Background: an optimization exercise with open tools, aiming at small area and a short achievable clock period. Do not read the settings as production practice.
The RTL was checked by simulation tests, not by an equivalence proof against the original design.

==> flow/design.v, too long to show whole: its modules and the start of the top module <==
// module awgn_ctrl: 35 lines
// module uniform_bank: 96 lines
// module clt_sum: 105 lines
// module noise_scale: 1433 lines
// module awgn_gen: 52 lines
module awgn_gen (
	input  wire logic clk,
	input  wire logic rst_n,
	input  wire logic run,
	input  wire logic [snr_pkg::snr_width-1:0] snr_db,
	input  wire logic snr_load,
	output logic signed [awgn_pkg::sample_width-1:0] awgn_out,
	output logic signed [awgn_pkg::quant_width-1:0] awgn_out_quant,
	output logic signed [snr_pkg::noise_width-1:0] noise_out,
	output logic sample_valid,
	output logic snr_err
);
  // ...
==> flow/flow/run.sh <==
#!/bin/bash
# Standard synthesis, then the combinational logic is mapped again by ABC
# with a delay target. The registers and tie cells are kept as they are (same
# instances, names and cells); the run checks that and falls back to the
# standard netlist otherwise. Then the standard layout from floorplan on,
# with buf_1 port buffers. Each tool's output goes to a log here.
set -euo pipefail
here=$(pwd)
export BUFFER_PORTS_ARGS="-buffer_cell sky130_fd_sc_hd__buf_1"
YOSYS=${FLOW_HOME}/../tools/install/yosys/bin/yosys
PLAT=${FLOW_HOME}/platforms/${FLOW_PLATFORM}
LIB=${PLAT}/lib/sky130_fd_sc_hd__tt_025C_1v80.lib
RES=${here}/orfs/results/${FLOW_PLATFORM}/awgn_gen/base

bash standard.sh synth > standard_synth.log 2>&1

cp "${RES}/1_2_yosys.v" "${here}/synth_standard.v"
DONT_USE=$(sed -n '/DONT_USE_CELLS += /,/^$/p' "${PLAT}/config.mk" | tr -d '\\' | tr ' ' '\n' | grep '^sky130' | sed 's/^/-dont_use /' | tr '\n' ' ')
printf 'set_driving_cell sky130_fd_sc_hd__buf_1\nset_load 5\n' > "${here}/remap.constr"

# 1. flatten the combinational cells into logic, keep registers and tie cells
#    as instances, and map the logic again
cat > "${here}/remap.ys" <<EOY
read_liberty -ignore_miss_func ${LIB}
read_verilog ${here}/synth_standard.v
hierarchy -top ${FLOW_TOP}
setattr -mod -set keep_hierarchy 1 sky130_fd_sc_hd__*df* sky130_fd_sc_hd__conb_1
flatten
select ${FLOW_TOP}
rename -hide w:*.*
select -clear
opt -purge
abc -script ${here}/flow/remap.abc -liberty ${LIB} ${DONT_USE} -constr ${here}/remap.constr -D 1400
opt_clean -purge
select ${FLOW_TOP}
write_verilog -noattr -nohex -nodec -selected ${here}/synth_remap_raw.v
EOY
"${YOSYS}" -s "${here}/remap.ys" > remap_yosys.log 2>&1

# 2. connect output ports straight to their drivers again
python3 "${here}/flow/fix_aliases.py" "${here}/synth_remap_raw.v" "${here}/synth_remap_fixed.v" > fix_aliases.log 2>&1

# 3. tie cells and pass-through buffers as the standard synthesis makes them
cat > "${here}/remap2.ys" <<EOY
read_liberty -lib ${LIB}
read_verilog ${here}/synth_remap_fixed.v
hierarchy -check -top ${FLOW_TOP}
hilomap -singleton -hicell sky130_fd_sc_hd__conb_1 HI -locell sky130_fd_sc_hd__conb_1 LO
splitnets
opt_clean -purge
insbuf -buf sky130_fd_sc_hd__buf_4 A X
opt_clean -purge
write_verilog -noattr -nohex -nodec ${here}/synth_remapped.v
EOY
"${YOSYS}" -s "${here}/remap2.ys" > remap2_yosys.log 2>&1

# the registers must be the standard synthesis's, instance for instance
grep -E '^\s+sky130_fd_sc_hd__\S*df\S* ' "${here}/synth_standard.v" | sort > flops_standard.txt
grep -E '^\s+sky130_fd_sc_hd__\S*df\S* ' "${here}/synth_remapped.v" | sort > flops_remapped.txt
if [[ -s flops_standard.txt ]] && cmp -s flops_standard.txt flops_remapped.txt && ! grep -q '^\s*assign ' "${here}/synth_remapped.v"; then
	cp "${here}/synth_remapped.v" "${RES}/1_2_yosys.v"
	rm -f "${RES}/1_synth.odb" "${RES}/1_synth.sdc"
	echo "using the remapped netlist" >> remap_yosys.log
else
	echo "remap changed the registers or left assigns; using the standard netlist" >> remap_yosys.log
fi

bash standard.sh > standard_make.log 2>&1
==> flow/flow/fix_aliases.py <==
#!/usr/bin/env python3
"""Reconnect output ports that the remap left as aliases of internal nets.

After the ABC remap, Yosys may write `assign <port bits> = <internal nets>;`
instead of connecting the port to its driver. For every port bit assigned a
plain internal net (_NNN_), the net is renamed to the port bit everywhere and
the pair is dropped from the assign; whatever remains (port to port) is left
for insbuf."""
import re, sys
src, dst = sys.argv[1], sys.argv[2]
text = open(src).read()
widths = {}
for m in re.finditer(r'^\s*(?:input|output)\s+(?:\[(\d+):(\d+)\]\s+)?(\w+)\s*;', text, re.M):
    hi, lo, name = m.group(1), m.group(2), m.group(3)
    widths[name] = (int(hi), int(lo)) if hi is not None else None
def expand(s):
    s = s.strip()
    if s.startswith('{'):
        s = s[1:-1]
    out = []
    for t in [x.strip() for x in s.split(',')]:
        m = re.fullmatch(r'(\w+)\[(\d+):(\d+)\]', t)
        if m:
            hi, lo = int(m.group(2)), int(m.group(3))
            out += ['%s[%d]' % (m.group(1), i) for i in range(hi, lo - 1, -1)]
        elif re.fullmatch(r'\w+', t) and t in widths and widths[t]:
            hi, lo = widths[t]
            out += ['%s[%d]' % (t, i) for i in range(hi, lo - 1, -1)]
        else:
            out.append(t)
    return out
ren = {}
lines = text.split('\n')
newlines = []
for ln in lines:
    m = re.fullmatch(r'\s*assign\s+(.*?)\s*=\s*(.*?)\s*;\s*', ln)
    if not m:
        newlines.append(ln)
        continue
    lhs, rhs = expand(m.group(1)), expand(m.group(2))
    if len(lhs) != len(rhs):
        newlines.append(ln)
        continue
    keep = []
    for l, r in zip(lhs, rhs):
        if re.fullmatch(r'_\d+_', r) and r not in ren:
            ren[r] = l
        else:
            keep.append((l, r))
    if keep:
        newlines.append('  assign { %s } = { %s };' % (', '.join(l for l, _ in keep), ', '.join(r for _, r in keep)))
out = []
for ln in newlines:
    m = re.fullmatch(r'\s*wire\s+(_\d+_)\s*;\s*', ln)
    if m and m.group(1) in ren:
        continue
    out.append(ln)
text = '\n'.join(out)
if ren:
    pat = re.compile(r'(?<![\w\\$])(' + '|'.join(re.escape(k) for k in ren) + r')(?![\w])')
    text = pat.sub(lambda m: ren[m.group(1)], text)
open(dst, 'w').write(text)
print('reconnected %d port bits' % len(ren))
==> flow/flow/remap.abc <==
strash
dch -f
map -D 1400
topo
buffer -p
upsize -D 1400
dnsize -D 1400
==> flow/standard.sh <==
#!/bin/bash
# synth_recipe.tcl (not shown) runs the flow's synth.tcl, then flattens the netlist and writes it again
# the make line also repeats each setting of config.mk as NAME=value (left out here)
make -C /OpenROAD-flow-scripts/flow DESIGN_CONFIG=/design/flow/config.mk WORK_HOME=/design/flow/orfs CLKGATE_MAP_FILE= SYNTH_SCRIPT=/design/flow/synth_recipe.tcl "${@:-finish}"
==> flow/config.mk <==
export PLATFORM = sky130hd
export DESIGN_NAME = awgn_gen
export DESIGN_NICKNAME = awgn_gen
export VERILOG_FILES = /design/flow/design.v
export SDC_FILE = /design/flow/constraint.sdc
export NUM_CORES = 4
export LEC_CHECK = 0
export CAP_MARGIN = 20
export CORE_MARGIN = 2
export CORE_UTILIZATION = 60
export CTS_BUF_LIST = sky130_fd_sc_hd__clkbuf_8
export CTS_CLUSTER_SIZE = 30
export SETUP_SLACK_MARGIN = 4.9
export SLEW_MARGIN = 20
export SYNTH_MEMORY_MAX_BITS = 16384
==> flow/constraint.sdc <==
create_clock -name core_clock -period 7.5 [get_ports {clk}]
set_input_delay 1.5000 -clock core_clock [delete_from_list [all_inputs] [get_ports {clk}]]
set_output_delay 1.5000 -clock core_clock [all_outputs]
set_load 0.01 [all_outputs]
==> impl_metrics.csv, run 1 <==
group,metric,value,unit
cells_and_area,syn2layout_area_growth,7.95,%
critical_path,crit_fanout,4,
cells_and_area,largest_reg_flops,32,
timing,setup_viol,0,
timing,setup-tns-final,0,ns
floorplanning,io-pin-count,57,
critical_path,cp-endpoint,"awgn_out[2]",
logic_synthesis,syn_nets,1042,
timing,tightest_slew,0.713,ns
grt,met3_usage,3.69,%
critical_path,r2r_end,"noise_scale_i.noise_r[1]",
route,firstDrtPassIters,6,
cts,cts_tree,"done",
cells_and_area,multi_input_area,4570,um^2
critical_path,slowest_stage,"dfrtp_1",
logic_synthesis,synthesis.area,7380,um^2
cts,htreeDepth,3,
cells_and_area,sh_seq_area,27.9,%
status,outcome,"no timing/DRC/antenna violations",
cts,root_buffer,"clkbuf_8",
cells_and_area,layoutNonFillerInstCount,1232,
route,via_per_inst,5.71,
cells_and_area,final_core_util,66.3,%
placed_design,place_ws,4.06,ns
timing,skew,0.0134,ns
cts,cts_resized,8,
cells_and_area,clock_cell_area_share,2.47,%
placed_design,place_area,7640,um^2
grt,overflow,0,
logic_synthesis,syn_inst,1034,
grt,track_usage,30.3,%
==> inputs of run 2 (changes only) <==
--- a/flow/flow/run.sh
+++ b/flow/flow/run.sh
@@ -31,5 +31,5 @@
 select -clear
 opt -purge
-abc -script ${here}/flow/remap.abc -liberty ${LIB} ${DONT_USE} -constr ${here}/remap.constr -D 1400
+abc -script ${here}/flow/remap.abc -liberty ${LIB} ${DONT_USE} -constr ${here}/remap.constr -D 1800
 opt_clean -purge
 select ${FLOW_TOP}
==> flow/flow/remap.abc (replaced) <==
strash
dch -f
map -D 1800
topo
buffer -p
upsize -D 1800
dnsize -D 1800
--- a/flow/config.mk
+++ b/flow/config.mk
@@ -9,5 +9,5 @@
 export CORE_MARGIN = 2
 export CORE_UTILIZATION = 60
-export CTS_BUF_LIST = sky130_fd_sc_hd__clkbuf_8
+export CTS_BUF_LIST = sky130_fd_sc_hd__clkbuf_4 sky130_fd_sc_hd__clkbuf_8
 export CTS_CLUSTER_SIZE = 30
 export SETUP_SLACK_MARGIN = 4.9
==> impl_metrics.csv, run 2 <==
group,metric,value,unit
critical_path,critical-path-max-stage-delay,0.43,ns
timing,setup_viol,0,
timing,skew,0.0115,ns
timing,slew_viol_final,0,
critical_path,start_kind,"flip-flop",
route,finalWirelength,19200,um
cells_and_area,drive_above_1_share,10.3,%
critical_path,critPathTopFamily,"flip-flops",
cells_and_area,reg_top3,"clt_sum_i.sum_word (32), uniform_bank_i.z (28), noise_scale_i.quant (7)",
run,max_cap_violations,0,
cts,root_buffer,"clkbuf_8",
critical_path,cp.arrival,1.08,ns
logic_synthesis,syn_inst,1049,
cells_and_area,multi_input_area,4590,um^2
hold_path,hold_start,"awgn_ctrl_i.valid_sr[2]",
cts,cts.sinks,89,
cells_and_area,regMostFlops,"clt_sum_i.sum_word",
route,firstDrtPassIters,6,
critical_path,cp.buffers_inverters,2,
critical_path,slowest_stage,"dfrtp_2",
grt,grt_max_degree,44,
floorplanning,dieArea,13200,um^2
critical_path,crit_chain,"buf_4 -> buf_1",
timing,hold_viol,0,
grt,overflow,0,
cts,clkLatencyLatePin,0.38,ns
cts,cts_tree,"done",
route,postRouteAntennaNets,0,
floorplanning,start_util,61.4,%
critical_path,r2r_start,"clt_sum_i.sum_word[2]",
critical_path,crit_fanout,3,
grt,track_usage,30.0,%
route,drc_errors,0,
logic_synthesis,ys_warn_count,4,
floorplanning,die_h,115,um
status,outcome,"no timing/DRC/antenna violations",
timing,relSlewSlack,56.5,%
cells_and_area,regArea,2220,um^2
cts,numCtsBuffers,9,
timing,tightest_slew,0.652,ns
grt,antenna_found_initial,0,
route,drt_iter0_drc,695,
cells_and_area,layout_commonest_cell,"nor2_1",
hold_path,worstHoldPathType,"flip-flop to flip-flop",
placed_design,io_buffers,56,
logic_synthesis,synthesis.area,7370,um^2
route,drt-wirelength-per-cell,15.3,um
cells_and_area,syn2layout_area_growth,10.7,%
cts,hold_buffers,0,
cells_and_area,largest_reg_flops,32,
floorplanning,core-area,12000,um^2
critical_path,cp_data_required_time,6.00,ns
critical_path,crit_type,"flip-flop to output pin",
cells_and_area,diodes,0,
cells_and_area,fill_cells,1057,
logic_synthesis,syn_avg_cell_area,7.03,um^2
cts,clockBufferDepth,2,
timing,fin_crit_sh,34.5,%
placed_design,hpwl,14100,um
floorplanning,die_w,115,um
logic_synthesis,syn_nets,1057,
cells_and_area,fin_nets,1115,
floorplanning,io-pin-count,57,
cells_and_area,final_cell_mix,"nor2_1 (162), nand2_1 (156), inv_1 (143)",
timing,layout_min_cycle_time,2.58,ns
floorplanning,rows,40,
timing,setup-tns-final,0,ns
critical_path,endpoint_kind,"output pin",
route,via_per_inst,5.59,
cts,htreeDepth,3,
grt,grt_pass1_wl,31200,um
cts,clk_pin_slew,0.09,ns
timing,fmax,387,MHz
critical_path,crit_start,"clt_sum_i.sum_word[17]",
grt,first_global_vias,6303,
placed_design,place_congestion,1.02,
timing,grt_setup_unrepaired,"true",
route,num_vias,7038,
timing,worst_hold_slack,0.356,ns
run 2: layout make-up:
| class | instances | share of cell area, % |
|---|---|---|
| flip-flops and latches | 89 | 27.2 |
| multi-input cells | 778 | 56.2 |
| clock buffers | 11 | 1.78 |
| repair buffers | 79 | 4.89 |
| inverters | 150 | 6.90 |
| well taps | 147 | 2.25 |
| clock inverters | 5 | 0.751 |
run 2: worst register-to-register path: stages, from the launching register on:
cell	delay, ns
dfrtp_1	0.42
nand2_1	0.13
a21oi_4	0.23
nand2_2	0.10
nor3_2	0.17
inv_1	0.11
nor4_4	0.32
nor2_1	0.08
a22o_1	0.22
o32a_1	0.42
nor4_2	0.17
a211oi_1	0.08
run 2: metal layers:
metal / vias up / track usage [%] / part of all wire (%)
met5: - / 0 / 0
met4: 0 / 11.9 / 3.3
met3: 53 / 5.22 / 6.4
met2: 282 / 46.8 / 45
met1: 3204 / 41.7 / 45
li1: 3499 / - / -
run 2: repair_timing:
action / in CTS / in global routing
resized for setup: 5 / 36
pin swaps: 0 / 6
setup buffers: 2 / 17
setup endpoints to repair: 5 / 27
run 2: worst paths after layout:
kind / slack, ns / depth (start not counted) / end
max in group asynchronous: 5.39 / 2 / clt_sum_i.sum_word[15]
min reg2reg: 0.36 / 0 / awgn_ctrl_i.valid_sr[3]
max reg2reg: 4.94 / 11 / clt_sum_i.sum_word[29]
min: 0.36 / 0 / awgn_ctrl_i.valid_sr[3]
max: 4.92 / 2 / awgn_out[17]
min in group asynchronous: 1.13 / 1 / awgn_ctrl_i.snr_idx[3]
run 2: metrics by stage:
step           area, um^2  setup WS, ns  instances  util (%)
2_1_floorplan        7370          5.20       1049         -
3_3_place_gp         7660          4.73       1224      63.8
3_5_place_dp         7660          4.72       1224      63.8
4_1_cts              7890          4.86       1242      65.7
5_1_grt              8160          4.72       1259      67.9
6_report             8160          4.92       1259      67.9
==> inputs of run 3 (changes only) <==
--- a/flow/flow/run.sh
+++ b/flow/flow/run.sh
@@ -31,5 +31,5 @@
 select -clear
 opt -purge
-abc -script ${here}/flow/remap.abc -liberty ${LIB} ${DONT_USE} -constr ${here}/remap.constr -D 1800
+abc -script ${here}/flow/remap.abc -liberty ${LIB} ${DONT_USE} -constr ${here}/remap.constr -D 1200
 opt_clean -purge
 select ${FLOW_TOP}
==> flow/flow/remap.abc (replaced) <==
strash
dch -f
map -D 1200
topo
buffer -p
upsize -D 1200
dnsize -D 1200
==> impl_metrics.csv, run 3 <==
group,metric,value,unit
status,outcome,"no timing/DRC/antenna violations",
critical_path,slowest_stage,"dfrtp_4",
logic_synthesis,syn_inst,1141,
logic_synthesis,syn_avg_cell_area,6.94,um^2
cells_and_area,syn2layout_area_growth,7.02,%
grt,first_global_vias,7028,
critical_path,endpoint_kind,"output pin",
cts,cts_tree,"done",
critical_path,crit_type,"flip-flop to output pin",
grt,grt_max_degree,47,
placed_design,place_area,8180,um^2
run,max_cap_violations,0,
placed_design,hpwl,16000,um
critical_path,cp_data_required_time,6.00,ns
cells_and_area,final_cell_mix,"nand2_1 (242), nor2_1 (122), inv_1 (113)",
grt,overflow,0,
floorplanning,io-pin-count,57,
timing,relSlewSlack,56.6,%
cts,numCtsBuffers,9,
floorplanning,die_w,119,um
route,postRouteAntennaNets,0,
timing,setup-tns-final,0,ns
floorplanning,dieArea,14100,um^2
route,finalWirelength,21600,um
cts,htreeDepth,3,
cells_and_area,layoutNonFillerInstCount,1354,
cells_and_area,final_core_util,66.3,%
grt,antenna_found_initial,0,
cts,clkLatencyLatePin,0.39,ns
placed_design,dp.cells,1329,
logic_synthesis,syn_nets,1149,
cts,clockBufferDepth,2,
logic_synthesis,ys_warn_count,4,
critical_path,start_kind,"flip-flop",
critical_path,cp.buffers_inverters,1,
route,drc_errors,0,
placed_design,place_congestion,1.01,
placed_design,io_buffers,56,
cells_and_area,final_cell_area,8470,um^2
cts,root_buffer,"clkbuf_8",
cells_and_area,layout_commonest_cell,"nand2_1",
timing,fin_crit_sh,34.2,%
critical_path,crit_fanout,8,
cells_and_area,diodes,0,
timing,slew_viol_final,0,
timing,layout_min_cycle_time,2.57,ns
critical_path,critPathTopFamily,"flip-flops",
floorplanning,start_util,62.0,%
critical_path,crit_chain,"buf_1",
critical_path,cp.arrival,1.07,ns
cells_and_area,drive_above_1_share,8.46,%
critical_path,critical-path-max-stage-delay,0.53,ns
timing,setup_viol,0,
cts,cts.sinks,89,
cells_and_area,regMostFlops,"clt_sum_i.sum_word",
route,firstDrtPassIters,6,
placed_design,place_ws,4.72,ns
timing,fmax,390,MHz
floorplanning,rows,41,
route,via_per_inst,5.84,
hold_path,worstHoldPathType,"flip-flop to flip-flop",
timing,tightest_slew,0.650,ns
grt,grt_pass1_wl,34700,um
floorplanning,die_h,119,um
timing,skew,0.0107,ns
route,num_vias,7912,
cts,clk_pin_slew,0.10,ns
route,drt_iter0_drc,918,
cells_and_area,fill_cells,1159,
cells_and_area,reg_top3,"clt_sum_i.sum_word (32), uniform_bank_i.z (28), noise_scale_i.quant (7)",
cells_and_area,largest_reg_flops,32,
timing,hold_viol,0,
cells_and_area,fin_nets,1185,
grt,track_usage,30.5,%
logic_synthesis,synthesis.area,7920,um^2
timing,grt_setup_unrepaired,"false",
timing,setup_ws,4.93,ns
floorplanning,core-area,12800,um^2
route,drt-wirelength-per-cell,16.0,um
## run 3: metrics by stage
step	hold WS, ns
6_report	0.357
4_1_cts	0.358
2_1_floorplan	0.331
5_1_grt	0.380
3_5_place_dp	0.336
3_3_place_gp	0.334
## run 3: worst paths after layout
kind,from,endpoint,slack (ns),cells past startpoint
min reg2reg,awgn_ctrl_i.valid_sr[1],awgn_ctrl_i.valid_sr[2],0.36,0
max in group asynchronous,rst_n,clt_sum_i.sum_word[14],5.39,2
max,noise_scale_i.quant[4],awgn_out_quant[4],4.93,1
min,awgn_ctrl_i.valid_sr[1],awgn_ctrl_i.valid_sr[2],0.36,0
max reg2reg,uniform_bank_i.z[12],uniform_bank_i.z[4],5.08,8
min in group asynchronous,rst_n,noise_scale_i.noise_r[0],1.09,1
## run 3: repair_timing
item	in CTS	in global routing
endpoints found under the hold margin	0	0
resized for setup	6	7
setup endpoints to repair	6	8
buffers inserted	3	6
hold buffers	0	0
## run 3: cell type report
cell class / instances / area [um^2] / area share, %
multi-input combinational: 884 / 5050 / 59.6
sequential: 89 / 2220 / 26.2
inverter: 124 / 465 / 5.49
timing repair buffer: 69 / 312 / 3.68
tap: 172 / 215 / 2.54
clock buffer: 9 / 124 / 1.46
clock inverter: 7 / 85.1 / 1.00
## run 3: routing by layer
metal | wire length (um) | track usage (%)
met3 | 1490 | 3.93
met5 | 0 | 0
met1 | 9670 | 42.8
met4 | 572 | 10.9
met2 | 9910 | 48.5
==> inputs of run 4 (changes only) <==
--- a/flow/flow/run.sh
+++ b/flow/flow/run.sh
@@ -7,5 +7,5 @@
 set -euo pipefail
 here=$(pwd)
-export BUFFER_PORTS_ARGS="-buffer_cell sky130_fd_sc_hd__buf_1"
+export BUFFER_PORTS_ARGS="-buffer_cell sky130_fd_sc_hd__buf_2"
 YOSYS=${FLOW_HOME}/../tools/install/yosys/bin/yosys
 PLAT=${FLOW_HOME}/platforms/${FLOW_PLATFORM}
@@ -31,5 +31,5 @@
 select -clear
 opt -purge
-abc -script ${here}/flow/remap.abc -liberty ${LIB} ${DONT_USE} -constr ${here}/remap.constr -D 1200
+abc -script ${here}/flow/remap.abc -liberty ${LIB} ${DONT_USE} -constr ${here}/remap.constr -D 1400
 opt_clean -purge
 select ${FLOW_TOP}
==> flow/flow/remap.abc (replaced) <==
strash
dch -f
map -D 1400
topo
buffer -p
upsize -D 1400
dnsize -D 1400
==> impl_metrics.csv, run 4 <==
group,metric,value,unit
cells_and_area,layout_commonest_cell,"nand2_1",
timing,skew,0.0183,ns
cells_and_area,final_cell_mix,"nand2_1 (189), nor2_1 (128), inv_1 (119)",
critical_path,critical-path-max-stage-delay,0.49,ns
floorplanning,dieArea,13200,um^2
route,finalWirelength,19500,um
critical_path,crit_type,"flip-flop to output pin",
timing,tightest_slew,0.689,ns
timing,grt_setup_unrepaired,"true",
grt,overflow,0,
cells_and_area,fin_nets,1085,
logic_synthesis,syn_nets,1042,
floorplanning,die_h,115,um
critical_path,r2r_start,"uniform_bank_i.z[2]",
grt,track_usage,30.5,%
timing,relSlewSlack,54.1,%
cells_and_area,final_core_util,66.9,%
critical_path,start_kind,"flip-flop",
cts,clkLatencyLatePin,0.38,ns
critical_path,r2r_slack,5.10,ns
critical_path,r2r_cells,7,
cells_and_area,regArea,2210,um^2
cells_and_area,largest_reg_flops,32,
critical_path,cp.arrival,1.05,ns
cts,hold_buffers,0,
cells_and_area,regMostFlops,"clt_sum_i.sum_word",
timing,fmax,392,MHz
logic_synthesis,syn_avg_cell_area,7.14,um^2
route,drt_iter0_drc,660,
floorplanning,io-pin-count,57,
critical_path,critPathTopFamily,"flip-flops",
cts,cts.sinks,89,
hold_path,worstHoldPathType,"flip-flop to flip-flop",
route,drc_errors,0,
run,max_cap_violations,0,
route,via_per_inst,5.76,
placed_design,io_buffers,56,
hold_path,hold_path_depth,0,
grt,antenna_found_initial,0,
critical_path,endpoint_kind,"output pin",
route,postRouteAntennaNets,0,
cts,clockBufferDepth,2,
cells_and_area,reg_top3,"clt_sum_i.sum_word (32), uniform_bank_i.z (28), noise_scale_i.quant (7)",
grt,grt_max_degree,54,
logic_synthesis,syn_inst,1034,
critical_path,crit_chain,"buf_2",
floorplanning,core-area,12000,um^2
floorplanning,start_util,61.4,%
timing,hold_viol,0,
timing,fin_crit_sh,34.0,%
grt,grt_pass1_wl,32100,um
cells_and_area,multi_input_area,4580,um^2
critical_path,cp.buffers_inverters,1,
cells_and_area,syn2layout_area_growth,8.82,%
cts,cts_tree,"done",
placed_design,place_area,7700,um^2
critical_path,cp_data_required_time,6.00,ns
timing,layout_min_cycle_time,2.55,ns
cells_and_area,diodes,0,
hold_path,hold_start,"awgn_ctrl_i.valid_sr[2]",
route,drt-wirelength-per-cell,15.9,um
logic_synthesis,ys_warn_count,4,
logic_synthesis,synthesis.area,7380,um^2
placed_design,hpwl,14400,um
critical_path,r2r_end,"uniform_bank_i.z[15]",
critical_path,crit_fanout,8,
route,num_vias,7078,
cts,root_buffer,"clkbuf_8",
status,outcome,"no timing/DRC/antenna violations",
cts,htreeDepth,3,
timing,slew_viol_final,0,
route,firstDrtPassIters,5,
cells_and_area,fill_cells,1107,
floorplanning,rows,40,
timing,setup-tns-final,0,ns
cts,clk_pin_slew,0.10,ns
timing,setup_viol,0,
placed_design,place_congestion,1.01,
hold_path,hold_end,"awgn_ctrl_i.valid_sr[3]",
cells_and_area,drive_above_1_share,13.2,%
cells_and_area,final_cell_area,8030,um^2
critical_path,slowest_stage,"dfrtp_1",
floorplanning,die_w,115,um
cts,numCtsBuffers,9,
grt,first_global_vias,6600,
-- run 4: metrics by stage --
step                      hold slack (ns)  setup WS, ns  std cells
final                               0.359          4.95       1229
after global routing                0.369          4.87       1229
after CTS                           0.358          4.94       1224
after detailed placement            0.340          4.62       1203
after global placement              0.335          4.65       1203
after floorplan                     0.331          5.15       1034
-- run 4: worst max path at each step --
stage	startpoint	slack, ns	cells past startpoint	to
2_1_floorplan	snr_db[1]	5.15	3	awgn_ctrl_i.snr_idx[2]
3_3_place_gp	run	4.65	5	uniform_bank_i.z[10]
3_5_place_dp	run	4.62	5	uniform_bank_i.z[10]
4_1_cts	clt_sum_i.sum_word[14]	4.94	1	awgn_out[14]
5_1_grt	clt_sum_i.n0[1]	4.87	14	clt_sum_i.sum_word[10]
6_report	clt_sum_i.sum_word[14]	4.95	1	awgn_out[14]
-- run 4: cell type report --
class / count / share of cell area (%)
timing repair buffer: 68 / 4.64
timing repair inverter: 1 / 0.0623
multi-input combinational: 785 / 57.1
clock inverter: 6 / 0.919
clock buffer: 10 / 1.64
inverter: 123 / 5.80
sequential: 89 / 27.6
tap: 147 / 2.29
-- run 4: per-layer routing --
metal / part of all wire (%) / global-route usage (%) / up-vias
met5: 0 / 0 / -
met4: 2.1 / 11.2 / 0
met3: 5.8 / 4.43 / 45
met2: 47 / 50.1 / 251
met1: 45 / 41.0 / 3319
li1: - / - / 3463
-- run 4: what timing repair did --
| action | CTS | global route |
|---|---|---|
| pin swaps | 0 | 2 |
| buffers inserted | 5 | 4 |
| gates cloned | 0 | 1 |
| endpoints found under the setup margin | 6 | 12 |
| gates resized for setup | 6 | 9 |
==> module clt_sum, before the edit <==
module clt_sum (
	input  wire logic clk,
	input  wire logic rst_n,
	input  wire logic [awgn_pkg::num_sources-1:0] fa,
	input  wire logic [awgn_pkg::num_sources-1:0] fac,
	input  wire logic stepped,
	output awgn_pkg::clt_word_u sum_word
);
	localparam logic [31:0] first_sum = 32'hfbf91a62;
	logic [3:0] n0, m;
	logic first;
	logic [31:0] y;
	logic [2:0] delta;
	logic [3:0] low2;
	logic kp, km, ko_p, ko_m;
	logic [21:0] y_mid, inc_pref, dec_pref, mid;
	logic [7:0] top_0, top_p, top_m, top;
	logic [31:0] next_sum;
	function automatic logic [1:0] fadd(input logic x, input logic y, input logic z);
		fadd = {(x & y) | (x & z) | (y & z), x ^ y ^ z};
	endfunction
	function automatic logic [3:0] count12(input logic [11:0] v);
		logic [1:0] l0, l1, l2, l3, w1, w2, w3;
		logic b0, h, b1, x4, b2, b3;
		l0 = fadd(v[0], v[1], v[2]);
		l1 = fadd(v[3], v[4], v[5]);
		l2 = fadd(v[6], v[7], v[8]);
		l3 = fadd(v[9], v[10], v[11]);
		w1 = fadd(l0[0], l1[0], l2[0]);        
		w2 = fadd(l0[1], l1[1], l2[1]);        
		w3 = fadd(w1[1], w2[0], l3[1]);        
		b0 = w1[0] ^ l3[0];
		h = w1[0] & l3[0];
		b1 = h ^ w3[0];
		x4 = w2[1] ^ w3[1];
		b2 = x4 ^ (h & w3[0]);
		b3 = (w2[1] & w3[1]) | (x4 & h & w3[0]);
		count12 = {b3, b2, b1, b0};
	endfunction
	function automatic logic [15:0] add8x2(input logic [7:0] a, input logic [7:0] b);
		logic [7:0] g, p, gg, pp;
		g = a & b;
		p = a ^ b;
		gg = g;
		pp = p;
		for (int d = 1; d < 8; d = d * 2)
			for (int i = 7; i >= d; i--) begin
				gg[i] = gg[i] | (pp[i] & gg[i-d]);
				pp[i] = pp[i] & pp[i-d];
			end
		add8x2 = {p ^ {gg[6:0] | pp[6:0], 1'b1}, p ^ {gg[6:0], 1'b0}};
	endfunction
	always_ff @(posedge clk) begin
		n0 <= count12(fa);
		m  <= count12(fac);
	end
	assign y = {sum_word.sample[31], sum_word.sample[31:1]};
	assign delta = 3'd3 - n0[3:1];
	assign low2 = {2'b00, y[1:0]} + {delta[2], delta};
	assign kp = low2[2] & ~low2[3];
	assign km = low2[3];
	assign y_mid = y[23:2];
	always_comb begin
		inc_pref[0] = 1'b1;
		dec_pref[0] = 1'b1;
		for (int j = 1; j < 22; j++) begin
			inc_pref[j] = inc_pref[j-1] & y_mid[j-1];
			dec_pref[j] = dec_pref[j-1] & ~y_mid[j-1];
		end
	end
	assign mid = y_mid ^ ({22{kp}} & inc_pref) ^ ({22{km}} & dec_pref);
	assign ko_p = kp & (&y_mid);
	assign ko_m = km & ~(|y_mid);
	function automatic logic [15:0] csa_top(input logic [7:0] yt, input logic [3:0] n, input logic [3:0] mm, input logic [7:0] c);
		logic [7:0] r1, r2, r3, r4, s1, c1, s2, c2;
		r1 = yt;
		r2 = {4'b0, n} | ({1'b0, n, 3'b0} & 8'h70);
		r3 = {3'b0, ~mm, 1'b0};
		r4 = c | {4'b0, n[0], 3'b0};    
		s1 = r1 ^ r2 ^ r3;
		c1 = {(r1[6:0] & r2[6:0]) | (r1[6:0] & r3[6:0]) | (r2[6:0] & r3[6:0]), 1'b0};
		s2 = s1 ^ c1 ^ r4;
		c2 = {(s1[6:0] & c1[6:0]) | (s1[6:0] & r4[6:0]) | (c1[6:0] & r4[6:0]), 1'b0};
		csa_top = {s2, c2};
	endfunction
	logic [7:0] sa, ca, sb, cb, top_x;
	assign {sa, ca} = csa_top(y[31:24], n0, m, 8'hb1);
	assign {sb, cb} = csa_top(y[31:24], n0, m, 8'hb2);
	assign {top_0, top_m} = add8x2(sa, ca);
	assign {top_p, top_x} = add8x2(sb, cb);
	assign top = ko_p ? top_p : (ko_m ? top_m : top_0);
	assign next_sum = {top, mid, low2[1:0]};
	always_ff @(posedge clk or negedge rst_n) begin
		if (!rst_n) begin
			sum_word.sample <= '0;
			first <= 1'b1;
		end else begin
			first <= 1'b0;
			if (stepped)
				sum_word.sample <= next_sum;
			else if (first)
				sum_word.sample <= first_sum;
		end
	end
endmodule
==> inputs of run 5 (changes only) <==
--- a/flow/design.v
+++ b/flow/design.v
@@ -184,4 +184,68 @@
 `timescale 1ns/1ns
 `default_nettype none
+module clt_step (
+	input  wire logic [31:0] sample,
+	input  wire logic [3:0] n0,
+	input  wire logic [3:0] m,
+	output logic [31:0] next_sum
+);
+	logic [31:0] y;
+	logic [2:0] h;
+	logic [1:0] low2;
+	logic kp, km, ko_p, ko_m;
+	logic [21:0] y_mid, inc_pref, dec_pref, mid;
+	logic [7:0] sa, ca, top;
+	logic top0, c_bit1;
+	logic [6:0] hi_0, hi_1;
+	function automatic logic [15:0] csa_top(input logic [7:0] yt, input logic [3:0] n, input logic [3:0] mm, input logic [7:0] c);
+		logic [7:0] r1, r2, r3, r4, s1, c1, s2, c2;
+		r1 = yt;
+		r2 = {4'b0, n} | ({1'b0, n, 3'b0} & 8'h70);
+		r3 = {3'b0, ~mm, 1'b0};
+		r4 = c | {4'b0, n[0], 3'b0};    
+		s1 = r1 ^ r2 ^ r3;
+		c1 = {(r1[6:0] & r2[6:0]) | (r1[6:0] & r3[6:0]) | (r2[6:0] & r3[6:0]), 1'b0};
+		s2 = s1 ^ c1 ^ r4;
+		c2 = {(s1[6:0] & c1[6:0]) | (s1[6:0] & r4[6:0]) | (c1[6:0] & r4[6:0]), 1'b0};
+		csa_top = {s2, c2};
+	endfunction
+	function automatic logic [13:0] add7x2(input logic [6:0] a, input logic [6:0] b);
+		logic [6:0] g, p, gg, pp;
+		g = a & b;
+		p = a ^ b;
+		gg = g;
+		pp = p;
+		for (int d = 1; d < 7; d = d * 2)
+			for (int i = 6; i >= d; i--) begin
+				gg[i] = gg[i] | (pp[i] & gg[i-d]);
+				pp[i] = pp[i] & pp[i-d];
+			end
+		add7x2 = {p ^ {gg[5:0] | pp[5:0], 1'b1}, p ^ {gg[5:0], 1'b0}};
+	endfunction
+	assign y = {sample[31], sample[31:1]};
+	assign h = n0[3:1];
+	assign low2[0] = ~(y[0] ^ h[0]);
+	assign low2[1] = y[1] ^ ~h[1] ^ (y[0] & ~h[0]);
+	assign kp = ({1'b0, y[1:0]} > h);
+	assign km = h[2] & (h[1:0] >= y[1:0]);
+	assign y_mid = y[23:2];
+	always_comb begin
+		inc_pref[0] = 1'b1;
+		dec_pref[0] = 1'b1;
+		for (int j = 1; j < 22; j++) begin
+			inc_pref[j] = inc_pref[j-1] & y_mid[j-1];
+			dec_pref[j] = dec_pref[j-1] & ~y_mid[j-1];
+		end
+	end
+	assign mid = y_mid ^ ({22{kp}} & inc_pref) ^ ({22{km}} & dec_pref);
+	assign ko_p = kp & (&y_mid);
+	assign ko_m = km & ~(|y_mid);
+	assign {sa, ca} = csa_top(y[31:24], n0, m, 8'hb1);
+	assign top0 = sa[0] ^ ~(ko_m | ko_p);
+	assign c_bit1 = ko_p | (~ko_m & sa[0]);
+	assign {hi_1, hi_0} = add7x2(sa[7:1], ca[7:1]);
+	assign top = {c_bit1 ? hi_1 : hi_0, top0};
+	assign next_sum = {top, mid, low2[1:0]};
+endmodule
 module clt_sum (
 	input  wire logic clk,
@@ -195,11 +259,5 @@
 	logic [3:0] n0, m;
 	logic first;
-	logic [31:0] y;
-	logic [2:0] delta;
-	logic [3:0] low2;
-	logic kp, km, ko_p, ko_m;
-	logic [21:0] y_mid, inc_pref, dec_pref, mid;
-	logic [7:0] top_0, top_p, top_m, top;
-	logic [31:0] next_sum;
+	logic [31:0] cur_sum, next_sum;
 	function automatic logic [1:0] fadd(input logic x, input logic y, input logic z);
 		fadd = {(x & y) | (x & z) | (y & z), x ^ y ^ z};
@@ -223,57 +281,15 @@
 		count12 = {b3, b2, b1, b0};
 	endfunction
-	function automatic logic [15:0] add8x2(input logic [7:0] a, input logic [7:0] b);
-		logic [7:0] g, p, gg, pp;
-		g = a & b;
-		p = a ^ b;
-		gg = g;
-		pp = p;
-		for (int d = 1; d < 8; d = d * 2)
-			for (int i = 7; i >= d; i--) begin
-				gg[i] = gg[i] | (pp[i] & gg[i-d]);
-				pp[i] = pp[i] & pp[i-d];
-			end
-		add8x2 = {p ^ {gg[6:0] | pp[6:0], 1'b1}, p ^ {gg[6:0], 1'b0}};
-	endfunction
 	always_ff @(posedge clk) begin
 		n0 <= count12(fa);
 		m  <= count12(fac);
 	end
-	assign y = {sum_word.sample[31], sum_word.sample[31:1]};
-	assign delta = 3'd3 - n0[3:1];
-	assign low2 = {2'b00, y[1:0]} + {delta[2], delta};
-	assign kp = low2[2] & ~low2[3];
-	assign km = low2[3];
-	assign y_mid = y[23:2];
-	always_comb begin
-		inc_pref[0] = 1'b1;
-		dec_pref[0] = 1'b1;
-		for (int j = 1; j < 22; j++) begin
-			inc_pref[j] = inc_pref[j-1] & y_mid[j-1];
-			dec_pref[j] = dec_pref[j-1] & ~y_mid[j-1];
-		end
-	end
-	assign mid = y_mid ^ ({22{kp}} & inc_pref) ^ ({22{km}} & dec_pref);
-	assign ko_p = kp & (&y_mid);
-	assign ko_m = km & ~(|y_mid);
-	function automatic logic [15:0] csa_top(input logic [7:0] yt, input logic [3:0] n, input logic [3:0] mm, input logic [7:0] c);
-		logic [7:0] r1, r2, r3, r4, s1, c1, s2, c2;
-		r1 = yt;
-		r2 = {4'b0, n} | ({1'b0, n, 3'b0} & 8'h70);
-		r3 = {3'b0, ~mm, 1'b0};
-		r4 = c | {4'b0, n[0], 3'b0};    
-		s1 = r1 ^ r2 ^ r3;
-		c1 = {(r1[6:0] & r2[6:0]) | (r1[6:0] & r3[6:0]) | (r2[6:0] & r3[6:0]), 1'b0};
-		s2 = s1 ^ c1 ^ r4;
-		c2 = {(s1[6:0] & c1[6:0]) | (s1[6:0] & r4[6:0]) | (c1[6:0] & r4[6:0]), 1'b0};
-		csa_top = {s2, c2};
-	endfunction
-	logic [7:0] sa, ca, sb, cb, top_x;
-	assign {sa, ca} = csa_top(y[31:24], n0, m, 8'hb1);
-	assign {sb, cb} = csa_top(y[31:24], n0, m, 8'hb2);
-	assign {top_0, top_m} = add8x2(sa, ca);
-	assign {top_p, top_x} = add8x2(sb, cb);
-	assign top = ko_p ? top_p : (ko_m ? top_m : top_0);
-	assign next_sum = {top, mid, low2[1:0]};
+	assign cur_sum = sum_word.sample;
+	clt_step clt_step_i (
+		.sample   (cur_sum),
+		.n0       (n0),
+		.m        (m),
+		.next_sum (next_sum)
+	);
 	always_ff @(posedge clk or negedge rst_n) begin
 		if (!rst_n) begin
--- a/flow/flow/run.sh
+++ b/flow/flow/run.sh
@@ -7,5 +7,5 @@
 set -euo pipefail
 here=$(pwd)
-export BUFFER_PORTS_ARGS="-buffer_cell sky130_fd_sc_hd__buf_2"
+export BUFFER_PORTS_ARGS="-buffer_cell sky130_fd_sc_hd__buf_1"
 YOSYS=${FLOW_HOME}/../tools/install/yosys/bin/yosys
 PLAT=${FLOW_HOME}/platforms/${FLOW_PLATFORM}
==> impl_metrics.csv, run 5 <==
group,metric,value,unit
critical_path,start_kind,"flip-flop",
logic_synthesis,syn_avg_cell_area,7.22,um^2
timing,layout_min_cycle_time,2.59,ns
route,finalWirelength,20600,um
cells_and_area,multi_input_area,4830,um^2
critical_path,cp_data_required_time,7.77,ns
logic_synthesis,ys_warn_count,5,
critical_path,crit_chain,"inv_2 -> nand2_4 -> nand2_4 -> o41ai_4 -> nand3_4 -> nor4_4 -> nand2_1 -> nor2_2 -> nand3_2 -> nor2_2 -> nand3_1 -> a31oi_2 -> a21oi_1",
cells_and_area,reg_top3,"clt_sum_i.sum_word (32), uniform_bank_i.z (28), noise_scale_i.quant (7)",
critical_path,r2r_slack,4.91,ns
run,max_cap_violations,0,
critical_path,crit_type,"flip-flop to flip-flop",
cells_and_area,syn2layout_area_growth,10.8,%
placed_design,place_area,7840,um^2
critical_path,endpoint_kind,"flip-flop",
placed_design,hpwl,14400,um
floorplanning,die_w,116,um
placed_design,io_buffers,56,
hold_path,worstHoldPathType,"flip-flop to flip-flop",
hold_path,hold_start,"awgn_ctrl_i.valid_sr[1]",
floorplanning,io-pin-count,57,
floorplanning,die_h,116,um
timing,fmax,387,MHz
cells_and_area,layout_commonest_cell,"nand2_1",
timing,setup_ws,4.91,ns
placed_design,place_congestion,0.956,
hold_path,hold_path_depth,0,
critical_path,r2r_start,"clt_sum_i.sum_word[2]",
timing,fin_crit_sh,34.5,%
timing,slew_viol_final,0,
status,outcome,"no timing/DRC/antenna violations",
route,firstDrtPassIters,7,
floorplanning,rows,41,
cts,root_buffer,"clkbuf_8",
logic_synthesis,syn_inst,1049,
logic_synthesis,syn_nets,1057,
cts,numCtsBuffers,9,
timing,setup-tns-final,0,ns
timing,setup_viol,0,
cells_and_area,drive_above_1_share,11.8,%
grt,first_global_vias,6667,
cts,cts.sinks,89,
route,postRouteAntennaNets,0,
timing,tightest_slew,0.661,ns
cells_and_area,final_cell_mix,"nand2_1 (194), xor2_1 (119), inv_1 (109)",
grt,antenna_found_initial,0,
critical_path,slowest_stage,"dfrtp_1",
floorplanning,dieArea,13500,um^2
timing,skew,0.00534,ns
cells_and_area,final_cell_area,8390,um^2
critical_path,cp.arrival,2.86,ns
critical_path,r2r_cells,13,
route,drt-wirelength-per-cell,16.1,um
cts,htreeDepth,3,
floorplanning,start_util,60.8,%
grt,grt_max_degree,52,
cells_and_area,diodes,0,
cells_and_area,regArea,2240,um^2
cells_and_area,fill_cells,1127,
placed_design,place_ws,4.20,ns
hold_path,hold_end,"awgn_ctrl_i.valid_sr[2]",
route,drt_iter0_drc,635,
cts,clk_pin_slew,0.10,ns
grt,grt_pass1_wl,32800,um
cells_and_area,largest_reg_flops,32,
cells_and_area,regMostFlops,"clt_sum_i.sum_word",
critical_path,r2r_end,"clt_sum_i.sum_word[27]",
route,num_vias,7267,
route,via_per_inst,5.69,
cts,cts_tree,"done",
timing,relSlewSlack,55.9,%
grt,track_usage,30.7,%
cts,hold_buffers,0,
timing,hold_viol,0,
cells_and_area,final_core_util,67.3,%
floorplanning,core-area,12500,um^2
logic_synthesis,synthesis.area,7580,um^2
critical_path,crit_fanout,4,
cts,clkLatencyLatePin,0.39,ns
critical_path,critical-path-max-stage-delay,0.43,ns
route,drc_errors,0,
grt,overflow,0,
cts,clockBufferDepth,2,
timing,grt_setup_unrepaired,"true",
cells_and_area,fin_nets,1109,
-- run 5: worst max-delay path by stage --
stage                     depth (start not counted)  slack [ns]                      to                   start
after floorplan                                   6        4.97     uniform_bank_i.z[0]                     run
after global placement                            5        4.24    uniform_bank_i.z[10]                     run
after detailed placement                          5        4.20    uniform_bank_i.z[10]                     run
after CTS                                         1        4.75       awgn_out_quant[6]  noise_scale_i.quant[6]
after global routing                             13        4.76  clt_sum_i.sum_word[27]   clt_sum_i.sum_word[2]
final                                            13        4.91  clt_sum_i.sum_word[27]   clt_sum_i.sum_word[2]
-- run 5: stage by stage --
stage / std cells / hold WS (ns)
6_report: 1278 / 0.364
2_1_floorplan: 1049 / 0.331
3_5_place_dp: 1236 / 0.336
4_1_cts: 1260 / 0.367
3_3_place_gp: 1236 / 0.333
5_1_grt: 1278 / 0.384
-- run 5: worst max-delay path: cells and delay by family (launching register included) --
family,cells,cell delay [ns]
simple gates,9,1.27
compound gates,3,0.69
flops,1,0.43
buf+inv,1,0.08
-- run 5: final cells by class --
cell class                 count  area share [%]
multi-input combinational    795            57.5
sequential                    89            26.6
inverter                     121            5.46
timing repair buffer          84            5.26
tap                          172            2.56
clock buffer                  10            1.57
clock inverter                 6           0.880
timing repair inverter         1          0.0895
-- run 5: what timing repair did --
action                                 CTS  global route
endpoints found under the hold margin    0             0
setup endpoints to repair               29            24
gates resized for setup                 16            30
pin swaps                                0            13
cloned                                   1             0
setup buffers                            7            18
-- run 5: metal layers --
metal | GRT usage [%] | vias up | wire length (um)
li1 | - | 3597 | -
met1 | 43.0 | 3337 | 9360
met2 | 48.5 | 294 | 9490
met3 | 4.15 | 39 | 1320
met4 | 11.3 | 0 | 452
met5 | 0 | - | 0

## re-timing with driven ports
Ports are ideal in the flow. The routed layouts listed here were re-timed in OpenROAD.
Step 1: set_driving_cell puts a clkbuf_16 on clk and a buf_2 on each other input, an assumption about the parent block.
Step 2, shift: input delay + t, output delay - t, t = (earliest + latest rising clock arrival at the registers) / 2. This alone moves slack from input paths to output paths.
Three values: no drivers, after step 1, after step 2; two values: the first two.
run | t (ns) | setup slack, ns | hold WS [ns] | worst data-port slew with drivers (ns)
run 1 | 0.426 | 4.941 / 4.906 / 4.629 | 0.374 / 0.374 / 0.374 | 0.03
run 2 | 0.416 | 4.916 / 4.879 / 4.724 | 0.356 / 0.356 / 0.356 | 0.03
run 3 | 0.426 | 4.935 / 4.895 / 4.685 | 0.357 / 0.357 / 0.357 | 0.03
run 4 | 0.410 | 4.949 / 4.913 / 4.697 | 0.359 / 0.359 / 0.359 | 0.03
run 5 | 0.425 | 4.914 / 4.903 / 4.650 | 0.364 / 0.364 / 0.364 | 0.03
After both steps setup and hold are still met in every run listed. For run 1, which loses most, drivers alone change the setup slack by -0.035 ns; drivers and shift together by -0.312 ns.
